This is an optimization exercise on Yosys and OpenROAD, whose aim is small area, a short achievable clock period and few clock cycles per item, not a production implementation.
Only simulation tests tie the RTL to the original design; equivalence was not proved.
No activity file was given, so power comes from the tool's default toggle rates.

## flow/config.mk

```make
export PLATFORM = sky130hd
export DESIGN_NAME = pipeCore
export DESIGN_NICKNAME = pipeCore
export VERILOG_FILES = /design/flow/design.v
export SDC_FILE = /design/flow/constraint.sdc
export NUM_CORES = 4
export LEC_CHECK = 0
export CAP_MARGIN = 20
export CORE_MARGIN = 2
export CORE_UTILIZATION = 25
export PLACE_DENSITY = 0.35
export SLEW_MARGIN = 20
```

## flow/constraint.sdc

```tcl
create_clock -name core_clock -period 8.5 [get_ports {clk}]
set_input_delay 1.7000 -clock core_clock [delete_from_list [all_inputs] [get_ports {clk}]]
set_output_delay 1.7000 -clock core_clock [all_outputs]
set_load 0.01 [all_outputs]
```

## flow/design.v

```verilog
`timescale 1ns/1ps
`default_nettype none
package cpuPkg;
        typedef logic [4:0]  regAddr;
        typedef logic [31:0] dataWord;
        typedef union packed {
                struct packed {
                        logic [5:0] opcode;
                        regAddr     rs;
                        regAddr     rt;
                        regAddr     rd;
                        logic [4:0] shamt;
                        logic [5:0] funct;
                } rType;
                struct packed {
                        logic [5:0]  opcode;
                        regAddr      rs;
                        regAddr      rt;
                        logic [15:0] imm16;
                } iType;
        } instrWord;
        localparam logic [5:0] OP_RTYPE = 6'h00;
        localparam logic [5:0] OP_ADDIU = 6'h09;
        localparam logic [5:0] OP_ANDI  = 6'h0c;
        localparam logic [5:0] OP_ORI   = 6'h0d;
        localparam logic [5:0] OP_LUI   = 6'h0f;
        localparam logic [5:0] OP_LW    = 6'h23;
        localparam logic [5:0] OP_SW    = 6'h2b;
        localparam logic [5:0] FN_SLL  = 6'h00;
        localparam logic [5:0] FN_ADDU = 6'h21;
        localparam logic [5:0] FN_SUBU = 6'h23;
        localparam logic [5:0] FN_AND  = 6'h24;
        localparam logic [5:0] FN_OR   = 6'h25;
        localparam logic [5:0] FN_SLT  = 6'h2a;
        typedef enum logic [3:0] {
                ALU_ADD, ALU_SUB, ALU_AND, ALU_OR, ALU_SLT, ALU_SLL, ALU_LUI
        } aluOpE;
        typedef enum logic [1:0] {SRC_ALU = 2'd0, SRC_MEMORY = 2'd1} regSrcE;
        typedef enum logic [1:0] {DST_NONE = 2'd0, DST_RD = 2'd1, DST_RT = 2'd2} regDstE;
        typedef struct packed {
                logic   regWe;
                logic   memWe;
                logic   extOp;     
                aluOpE  aluOp;
                logic   aluSrc1;   
                logic   aluSrc2;   
                regSrcE regSrc;
                regDstE regDst;
        } ctrlFields;
        typedef struct packed {
                regAddr      rs;
                regAddr      rt;
                regAddr      rd;
                logic [15:0] imm16;
                logic [4:0]  shamt;
                ctrlFields   ctrl;
                dataWord     readData1;
                dataWord     readData2;
        } decodedInstr;
        typedef struct packed {
                ctrlFields ctrl;
                regAddr    dest;
                dataWord   aluResult;
                dataWord   storeData;
        } exResult;
        typedef struct packed {
                regAddr  regNum;
                dataWord data;
        } retireRec;
endpackage
`default_nettype wire
`timescale 1ns/1ps
`default_nettype none
module instrBuffer #(
        parameter int INSTR_BUF_DEPTH = 2
) (
        input  logic             clk,
        input  logic             rstN,
        input  logic             instrValid,
        input  cpuPkg::instrWord instr,
        input  logic             pop,
        output logic             headValid,
        output cpuPkg::instrWord head,
        output logic             creditReturn
);
        localparam int PTR_W = (INSTR_BUF_DEPTH > 1) ? $clog2(INSTR_BUF_DEPTH) : 1;
        localparam int CNT_W = $clog2(INSTR_BUF_DEPTH + 1);
        logic [INSTR_BUF_DEPTH-1:0][31:0] entries;    
        logic [PTR_W-1:0]   wrPtr;
        logic [PTR_W-1:0]   rdPtr;
        logic [CNT_W-1:0]   count;
        logic               doPop;
        function automatic logic [PTR_W-1:0] nextPtr(input logic [PTR_W-1:0] ptr);
                nextPtr = (ptr == PTR_W'(INSTR_BUF_DEPTH - 1)) ? '0 : ptr + 1'b1;
        endfunction
        assign headValid    = (count != '0);
        assign head         = entries[rdPtr];
        assign doPop        = pop & headValid;
        assign creditReturn = doPop;    
        always_ff @(posedge clk or negedge rstN)
        begin
                if (!rstN)
                begin
                        wrPtr   <= '0;
                        rdPtr   <= '0;
                        count   <= '0;
                        for (int i = 0; i < INSTR_BUF_DEPTH; i++)
                                entries[i] <= '0;
                end
                else
                begin
                        if (instrValid)
                        begin
                                entries[wrPtr] <= instr;
                                wrPtr          <= nextPtr(wrPtr);
                        end
                        if (doPop)
                                rdPtr <= nextPtr(rdPtr);
                        count <= count + CNT_W'(instrValid) - CNT_W'(doPop);
                end
        end
endmodule
`default_nettype wire
`timescale 1ns/1ps
`default_nettype none
module decodeStage (
        input  logic                headValid,
        input  cpuPkg::instrWord    head,
        output logic                pop,
        output cpuPkg::regAddr      rsAddr,
        output cpuPkg::regAddr      rtAddr,
        input  cpuPkg::dataWord     readData1,
        input  cpuPkg::dataWord     readData2,
        output cpuPkg::decodedInstr decoded,
        output logic                flushE
);
        cpuPkg::ctrlFields ctrl;
        assign pop    = headValid;
        assign flushE = ~headValid;    
        assign rsAddr = head.rType.rs;
        assign rtAddr = head.rType.rt;
        always_comb
        begin
                ctrl = '0;
                case (head.iType.opcode)
                        cpuPkg::OP_RTYPE:
                        begin
                                ctrl.regWe  = 1'b1;
                                ctrl.regDst = cpuPkg::DST_RD;
                                case (head.rType.funct)
                                        cpuPkg::FN_ADDU: ctrl.aluOp = cpuPkg::ALU_ADD;
                                        cpuPkg::FN_SUBU: ctrl.aluOp = cpuPkg::ALU_SUB;
                                        cpuPkg::FN_AND:  ctrl.aluOp = cpuPkg::ALU_AND;
                                        cpuPkg::FN_OR:   ctrl.aluOp = cpuPkg::ALU_OR;
                                        cpuPkg::FN_SLT:  ctrl.aluOp = cpuPkg::ALU_SLT;
                                        cpuPkg::FN_SLL:
                                        begin
                                                ctrl.aluOp   = cpuPkg::ALU_SLL;
                                                ctrl.aluSrc1 = 1'b1;
                                        end
                                        default: ctrl = '0;    
                                endcase
                        end
                        cpuPkg::OP_ADDIU, cpuPkg::OP_ANDI, cpuPkg::OP_ORI, cpuPkg::OP_LUI, cpuPkg::OP_LW:
                        begin
                                ctrl.regWe   = 1'b1;
                                ctrl.aluSrc2 = 1'b1;
                                ctrl.regDst  = cpuPkg::DST_RT;
                                case (head.iType.opcode)
                                        cpuPkg::OP_ANDI: ctrl.aluOp = cpuPkg::ALU_AND;
                                        cpuPkg::OP_ORI:  ctrl.aluOp = cpuPkg::ALU_OR;
                                        cpuPkg::OP_LUI:  ctrl.aluOp = cpuPkg::ALU_LUI;
                                        default:
                                        begin
                                                ctrl.aluOp = cpuPkg::ALU_ADD;
                                                ctrl.extOp = 1'b1;
                                        end
                                endcase
                                if (head.iType.opcode == cpuPkg::OP_LW)
                                        ctrl.regSrc = cpuPkg::SRC_MEMORY;
                        end
                        cpuPkg::OP_SW:
                        begin
                                ctrl.memWe   = 1'b1;
                                ctrl.extOp   = 1'b1;
                                ctrl.aluOp   = cpuPkg::ALU_ADD;
                                ctrl.aluSrc2 = 1'b1;
                        end
                        default: ctrl = '0;
                endcase
        end
        always_comb
        begin
                decoded.rs        = head.rType.rs;
                decoded.rt        = head.rType.rt;
                decoded.rd        = head.rType.rd;
                decoded.shamt     = head.rType.shamt;
                decoded.imm16     = head.iType.imm16;
                decoded.ctrl      = ctrl;
                decoded.readData1 = readData1;
                decoded.readData2 = readData2;
        end
endmodule
`default_nettype wire
`timescale 1ns/1ps
`default_nettype none
module regFile (
        input  logic            clk,
        input  logic            rstN,
        input  cpuPkg::regAddr  rsAddr,
        input  cpuPkg::regAddr  rtAddr,
        output cpuPkg::dataWord readData1,
        output cpuPkg::dataWord readData2,
        input  logic            we,
        input  cpuPkg::regAddr  wAddr,
        input  cpuPkg::dataWord wData
);
        cpuPkg::dataWord regs [1:31];    
        always_ff @(posedge clk or negedge rstN)
        begin
                if (!rstN)
                begin
                        for (int i = 1; i < 32; i++)
                                regs[i] <= '0;
                end
                else if (we && wAddr != '0)
                        regs[wAddr] <= wData;
        end
        assign readData1 = (rsAddr == '0) ? '0 : (we && rsAddr == wAddr) ? wData : regs[rsAddr];
        assign readData2 = (rtAddr == '0) ? '0 : (we && rtAddr == wAddr) ? wData : regs[rtAddr];
endmodule
`default_nettype wire
`timescale 1ns/1ps
`default_nettype none
module idExReg (
        input  logic                clk,
        input  logic                rstN,
        input  logic                flushE,
        input  cpuPkg::decodedInstr decodedD,
        output cpuPkg::decodedInstr decodedE,
        output logic                validE
);
        always_ff @(posedge clk or negedge rstN)
        begin
                if (!rstN)
                begin
                        decodedE <= '0;
                        validE   <= 1'b0;
                end
                else if (flushE)
                begin
                        decodedE <= '0;
                        validE   <= 1'b0;
                end
                else
                begin
                        decodedE <= decodedD;
                        validE   <= 1'b1;
                end
        end
endmodule
`default_nettype wire
`timescale 1ns/1ps
`default_nettype none
module executeStage (
        input  cpuPkg::decodedInstr decodedE,
        input  logic                validE,
        input  logic                wbWe,
        input  cpuPkg::regAddr      wbReg,
        input  cpuPkg::dataWord     wbData,
        output cpuPkg::exResult     exOut
);
        cpuPkg::dataWord rsVal;
        cpuPkg::dataWord rtVal;
        cpuPkg::dataWord extImm;
        cpuPkg::dataWord srcA;
        cpuPkg::dataWord srcB;
        cpuPkg::dataWord aluResult;
        cpuPkg::regAddr  dest;
        logic    fwdRs;
        logic    fwdRt;
        assign fwdRs = wbWe && wbReg != '0 && wbReg == decodedE.rs;
        assign fwdRt = wbWe && wbReg != '0 && wbReg == decodedE.rt;
        assign rsVal = fwdRs ? wbData : decodedE.readData1;
        assign rtVal = fwdRt ? wbData : decodedE.readData2;
        assign extImm = decodedE.ctrl.extOp ? {{16{decodedE.imm16[15]}}, decodedE.imm16}
                                            : {16'h0000, decodedE.imm16};
        assign srcA = decodedE.ctrl.aluSrc1 ? {27'd0, decodedE.shamt} : rsVal;
        assign srcB = decodedE.ctrl.aluSrc2 ? extImm : rtVal;
        always_comb
        begin
                case (decodedE.ctrl.aluOp)
                        cpuPkg::ALU_ADD: aluResult = srcA + srcB;
                        cpuPkg::ALU_SUB: aluResult = srcA - srcB;
                        cpuPkg::ALU_AND: aluResult = srcA & srcB;
                        cpuPkg::ALU_OR:  aluResult = srcA | srcB;
                        cpuPkg::ALU_SLT: aluResult = {31'd0, $signed(srcA) < $signed(srcB)};
                        cpuPkg::ALU_SLL: aluResult = srcB << srcA[4:0];
                        cpuPkg::ALU_LUI: aluResult = {srcB[15:0], 16'h0000};
                        default: aluResult = '0;
                endcase
        end
        always_comb
        begin
                case (decodedE.ctrl.regDst)
                        cpuPkg::DST_RD:  dest = decodedE.rd;
                        cpuPkg::DST_RT:  dest = decodedE.rt;
                        default: dest = '0;
                endcase
        end
        always_comb
        begin
                exOut.ctrl       = decodedE.ctrl;
                exOut.ctrl.regWe = decodedE.ctrl.regWe && validE && dest != '0;
                exOut.ctrl.memWe = decodedE.ctrl.memWe && validE;
                exOut.dest       = dest;
                exOut.aluResult  = aluResult;
                exOut.storeData  = rtVal;
        end
endmodule
`default_nettype wire
`timescale 1ns/1ps
`default_nettype none
module memWbStage #(
        parameter int DMEM_WORDS = 64
) (
        input  logic             clk,
        input  logic             rstN,
        input  cpuPkg::exResult  exIn,
        output logic             wbWe,
        output cpuPkg::regAddr   wbReg,
        output cpuPkg::dataWord  wbData,
        output logic             retireValid,
        output cpuPkg::retireRec retire
);
        localparam int AW = (DMEM_WORDS > 1) ? $clog2(DMEM_WORDS) : 1;
        cpuPkg::exResult        exReg;
        cpuPkg::dataWord        dmem [DMEM_WORDS];
        cpuPkg::dataWord        wrWord;
        cpuPkg::dataWord        rdWord;
        logic [AW-1:0]  wrIdx;
        logic [AW-1:0]  rdIdx;
        assign wrWord = (exIn.aluResult >> 2) % 32'(DMEM_WORDS);
        assign rdWord = (exReg.aluResult >> 2) % 32'(DMEM_WORDS);
        assign wrIdx  = wrWord[AW-1:0];
        assign rdIdx  = rdWord[AW-1:0];
        always_ff @(posedge clk or negedge rstN)
        begin
                if (!rstN)
                        exReg <= '0;
                else
                        exReg <= exIn;
        end
        always_ff @(posedge clk)
        begin
                if (exIn.ctrl.memWe)
                        dmem[wrIdx] <= exIn.storeData;    
        end
        assign wbWe   = exReg.ctrl.regWe;
        assign wbReg  = exReg.dest;
        assign wbData = (exReg.ctrl.regSrc == cpuPkg::SRC_MEMORY) ? dmem[rdIdx] : exReg.aluResult;
        assign retireValid   = wbWe;
        assign retire.regNum = wbReg;
        assign retire.data   = wbData;
endmodule
`default_nettype wire
`timescale 1ns/1ps
`default_nettype none
module pipeCore #(
        parameter int INSTR_BUF_DEPTH = 2,
        parameter int DMEM_WORDS      = 64
) (
        input  logic             clk,
        input  logic             rstN,
        input  logic             instrValid,
        input  cpuPkg::instrWord instr,
        output logic             creditReturn,
        output logic             retireValid,
        output cpuPkg::retireRec retire
);
        logic        headValid;
        cpuPkg::instrWord    head;
        logic        pop;
        cpuPkg::regAddr      rsAddr;
        cpuPkg::regAddr      rtAddr;
        cpuPkg::dataWord     readData1;
        cpuPkg::dataWord     readData2;
        cpuPkg::decodedInstr decodedD;
        cpuPkg::decodedInstr decodedE;
        logic        flushE;
        logic        validE;
        cpuPkg::exResult     exOut;
        logic        wbWe;
        cpuPkg::regAddr      wbReg;
        cpuPkg::dataWord     wbData;
        instrBuffer #(.INSTR_BUF_DEPTH(INSTR_BUF_DEPTH)) u_instrBuffer (
                .clk          (clk),
                .rstN         (rstN),
                .instrValid   (instrValid),
                .instr        (instr),
                .pop          (pop),
                .headValid    (headValid),
                .head         (head),
                .creditReturn (creditReturn)
        );
        decodeStage u_decodeStage (
                .headValid (headValid),
                .head      (head),
                .pop       (pop),
                .rsAddr    (rsAddr),
                .rtAddr    (rtAddr),
                .readData1 (readData1),
                .readData2 (readData2),
                .decoded   (decodedD),
                .flushE    (flushE)
        );
        regFile u_regFile (
                .clk       (clk),
                .rstN      (rstN),
                .rsAddr    (rsAddr),
                .rtAddr    (rtAddr),
                .readData1 (readData1),
                .readData2 (readData2),
                .we        (wbWe),
                .wAddr     (wbReg),
                .wData     (wbData)
        );
        idExReg u_idExReg (
                .clk      (clk),
                .rstN     (rstN),
                .flushE   (flushE),
                .decodedD (decodedD),
                .decodedE (decodedE),
                .validE   (validE)
        );
        executeStage u_executeStage (
                .decodedE (decodedE),
                .validE   (validE),
                .wbWe     (wbWe),
                .wbReg    (wbReg),
                .wbData   (wbData),
                .exOut    (exOut)
        );
        memWbStage #(.DMEM_WORDS(DMEM_WORDS)) u_memWbStage (
                .clk         (clk),
                .rstN        (rstN),
                .exIn        (exOut),
                .wbWe        (wbWe),
                .wbReg       (wbReg),
                .wbData      (wbData),
                .retireValid (retireValid),
                .retire      (retire)
        );
endmodule
`default_nettype wire
```

## flow/run.sh

```bash
#!/bin/bash
# synth_recipe.tcl (not shown) runs the flow's synth.tcl, then flattens the netlist and writes it again
# the make line also repeats each setting of config.mk as NAME=value (left out here)
make -C /OpenROAD-flow-scripts/flow DESIGN_CONFIG=/design/flow/config.mk WORK_HOME=/design/flow/orfs CLKGATE_MAP_FILE= SYNTH_SCRIPT=/design/flow/synth_recipe.tcl finish
```

==> impl_results.md <==
* Async S/R FF share, synth at 0.370
* Initial DRC Count at 14388
* Critical path required time at 9360 ps
* Post-route DRC at 0
* Mux share of post-synthesis cell area at 0.104
* Worst-skew pair later-pin latency at 1030 ps
* Max IR drop VDD at about 0.18 mV
* Syn Area/Cell at 13.5 um^2
* Register Area at 0.0916 mm^2
* Compound-Gate Fraction of Synth Area at 0.138
* Slew at the pin closest to its max-slew limit at roughly 1300 ps
* Worst Path Class, Setup: reg -> reg
* Share of cells above drive strength 1 at 0.198
* Synthesized instance count at around 11000
* Die Wd at between 700 and 800 um
* Register bit total from synthesis at 3249
* Fin. Hold Viols at 0
* Fmax at 120 MHz
* Clock-pin slew on the worst setup and hold paths at roughly 60 ps
* Worst hold-check path type: reg -> reg
* Final net count at 10983
* Inserted Clock Buffers at around 380
* Power per cell area at 288 mW/mm^2
* Synth warnings at 7
* Routed vias at 103967
* Seq/Total Area, Yosys at 0.641
* H-Tree Level Count at 5
* # setup viols final at 0
* Layout area overhead at 18.6%
* Number of global-route vias before repair at ~100k
* Main combinational cell family by area after synthesis: compound AO/OA/AOI/OAI gates
* Area of the multi-input gates at about 0.05 mm^2
* Longest Clk Path Bufs at 4
* Starting Density at 0.251
* Slew Viols, Final at 0
* Synth Cell Area at around 0.14 mm^2
* CTS tree: done
* Setup WS pre-CTS at -162 ps
* DP HPWL at 462000 um
* CP max FO at 67
* Die height at between 700 and 800 um
* Die ar. at around 0.58 mm^2
* Initial antenna violation count at 52
* Largest net degree at the start of global routing at 178
* Setup TNS at 0 ps
* Worst setup margin at about 140 ps
* Row cnt at roughly 280
* Clock Skew at 68.6 ps
* Core Area at 0.569 mm^2
* Placer Congestion at 0.944
* Vias/cell at 5.56
* Type of origin of the critical path: flip-flop
* Synth Area in Simple Gates at 0.0743
* Worst slew margin at 0.148
* Antenna-violating nets left at 0
* Static Leakage at 61.0 nW
* Most area-hungry cell type in the Yosys netlist: edfxtp_1
* Hold_ws at 504 ps
* Synth Flop Type: edfxtp_1
* Wire per inst at 39.0 um
* MaxCap Viol Count at 0
* Top-area cell type share of the netlist area at 0.431
* Mapped Nets at 10748
* Most frequent cells in the layout: 2048 x edfxtp_1, 1191 x dfrtp_1, 903 x nor2_1
* Total wire length at 729000 um
* Root buf cell: clkbuf_16
* Synth Area in XOR/XNOR at 0.00221
* Worst Path Arrival at 9230 ps
* Final period utilization at 0.984
* Post-CTS Hold Fix Bufs at 0
* Synth unique cells at around 110
* RSZ-0062 raised after global routing: false
* CTS sink count at 3249
* Status: no timing/DRC/antenna violations
* Total GRT Usage at 0.244
* IO Port Bufs at 73
* IO Pins at 74
* Post-Synth Adder-Cell Area at 0.00948
* Top cells by area, synth: edfxtp_1 43%, dfrtp_1 21%, mux4_2 7.2%, a22oi_1 3.2%, a21oi_1 2.9%
* CP endpoint kind: flip-flop
* First-pass GRT wire length at approximately 970000 um
* Number of flops mapped to enable cells by yosys at about 2000
* DRT Pass-1 Iters at 8
* Fin crit period at 8360 ps
* GRT Residual Overflow at 0
* Commonest non-fill, non-tap cell in the layout: edfxtp_1
* # fillers at ~57000
final timing paths:
| check | from | end | slack, ps | cells past startpoint |
|---|---|---|---|---|
| worst min register to register | flip-flop | flip-flop | 500 | 1 |
| max in group asynchronous | rstN | u_regFile.regs[18][23]$_DFFE_PN0P_ | 5780 | 4 |
| worst max register to register | u_memWbStage.exReg[34]$_DFF_PN0_ | u_memWbStage.exReg[61]$_DFF_PN0_ | 140 | 23 |
| min in group asynchronous | rstN | u_regFile.regs[15][10]$_DFFE_PN0P_ | 770 | 1 |
| worst max-delay path | u_memWbStage.exReg[34]$_DFF_PN0_ | u_memWbStage.exReg[61]$_DFF_PN0_ | 140 | 23 |
| worst min-delay path | flip-flop | flip-flop | 500 | 1 |
cells by family after synthesis:
| family | count (synthesis) |
|---|---|
| AOI/OAI and AO/OA | 2915 |
| xor gates and xnor gates | 36 |
| adders and majority gates | 107 |
| buffers and inverters | 1027 |
| DFF | 3249 |
| muxes | 896 |
| and+or+nand+nor | 2376 |
power breakdown:
| group | internal [mW] | total, mW | switching (mW) |
|---|---|---|---|
| registers | 17.7 | 18.2 | 0.454 |
| logic | 3.65 | 13.9 | 10.2 |
| clock network | 9.68 | 16.8 | 7.07 |
| total | 31.1 | 48.8 | 17.7 |
critical path, cell delays in order, from the launching register on:
cell and delay [ps]:
dfrtp_4 840, buf_12 540, mux4_2 590, a22oi_1 740
a21oi_1 410, buf_4 270, nor3_1 460, nor3_2 60
buf_4 200, a21oi_1 190, buf_4 210, ha_1 330
a21oi_1 230, a2111oi_0 150, buf_4 180, o31ai_1 620
and4_1 400, o31ai_1 120, a32oi_1 510, a211oi_1 180
xnor2_1 160, a2111oi_0 430, buf_4 180, nand2_1 60
layout make-up:
class,count,area share
Sequential cell,3249,0.541
Tap cell,7533,0.0557
Clock inverter,186,0.0114
Inverter,156,0.00347
Antenna cell,21,0.000310
Multi-Input combinational cell,6330,0.287
Clock buffer,513,0.0627
Timing Repair Buffer,721,0.0386
sequential cells by signal (all words and copies together), names as in the netlist, named ones only:
name                 count
u_memWbStage.dmem     2048
u_regFile.regs         992
u_idExReg.decodedE     101
u_memWbStage.exReg      39
u_instrBuffer.count      2
u_idExReg.validE         1
u_instrBuffer.rdPtr      1
u_instrBuffer.wrPtr      1
routing by layer:
layer,track usage,part of all wire,up-vias
met3,0.0446,0.072,1571
li1,-,-,41679
met5,0,0.00015,-
met1,0.317,0.41,55029
met4,0.113,0.055,18
met2,0.396,0.47,5670
per-stage QoR:
| stage | power (mW) | cell area, um^2 | util | instances |
|---|---|---|---|---|
| after floorplan | 24.6 | 143000 | - | 10606 |
| after global placement | 32.0 | 156000 | 0.275 | 17976 |
| after detailed placement | 32.0 | 157000 | 0.275 | 17983 |
| after CTS | 48.9 | 169000 | 0.297 | 18682 |
| after global routing | 50.1 | 169000 | 0.297 | 18691 |
| final | 48.8 | 169000 | 0.298 | 18709 |
cell usage after synthesis (42+ instances only):
master / n
mux4_2: 458
o21ai_0: 465
buf_1: 74
a22oi_1: 615
buf_2: 60
a221oi_1: 244
a21oi_1: 814
nand2b_1: 47
o22ai_1: 48
a31oi_1: 60
mux2i_1: 260
a22o_1: 212
dfrtp_1: 1201
mux2_2: 178
clkbuf_1: 672
nand2_1: 670
ha_1: 105
nand4_1: 169
o221ai_1: 42
inv_1: 149
nor2_1: 968
a211oi_1: 56
nand3_1: 135
nor3_1: 148
edfxtp_1: 2048
timing repair:
action                                  CTS  global route
endpoints found under the setup margin    5             2
endpoints found under the hold margin     0             0
setup buffers                             0             1
gates resized for setup                   2             1
Testbench counts, summed over its fixed seeds: cycles 16,024, instrs 16,000.

separate check: timing with driven ports:
The flow's constraints put no driver on any port. The routed layout listed below was extracted and timed again, unchanged, in two steps. Step 1: set_driving_cell puts a clkbuf_16 on clk and a buf_2 on each other input, an assumption about the parent block. Step 2 times the ports against the registers' clock, not the clock port: input delays grow and output delays shrink by t, the midpoint of the rising clock arrivals with the driver on. a / b / c = no drivers / after step 1 / after step 2; a / b = the first two.
shift t [ns]: 1.112
setup slack, ns: 0.135 / 0.135 / 0.135
worst register clock-pin slew, ns: 0.08 / 0.08
After both steps setup and hold are still met in this run. The setup slack of this run moves by 0.000 ns with the drivers and by 0.000 ns with both steps.
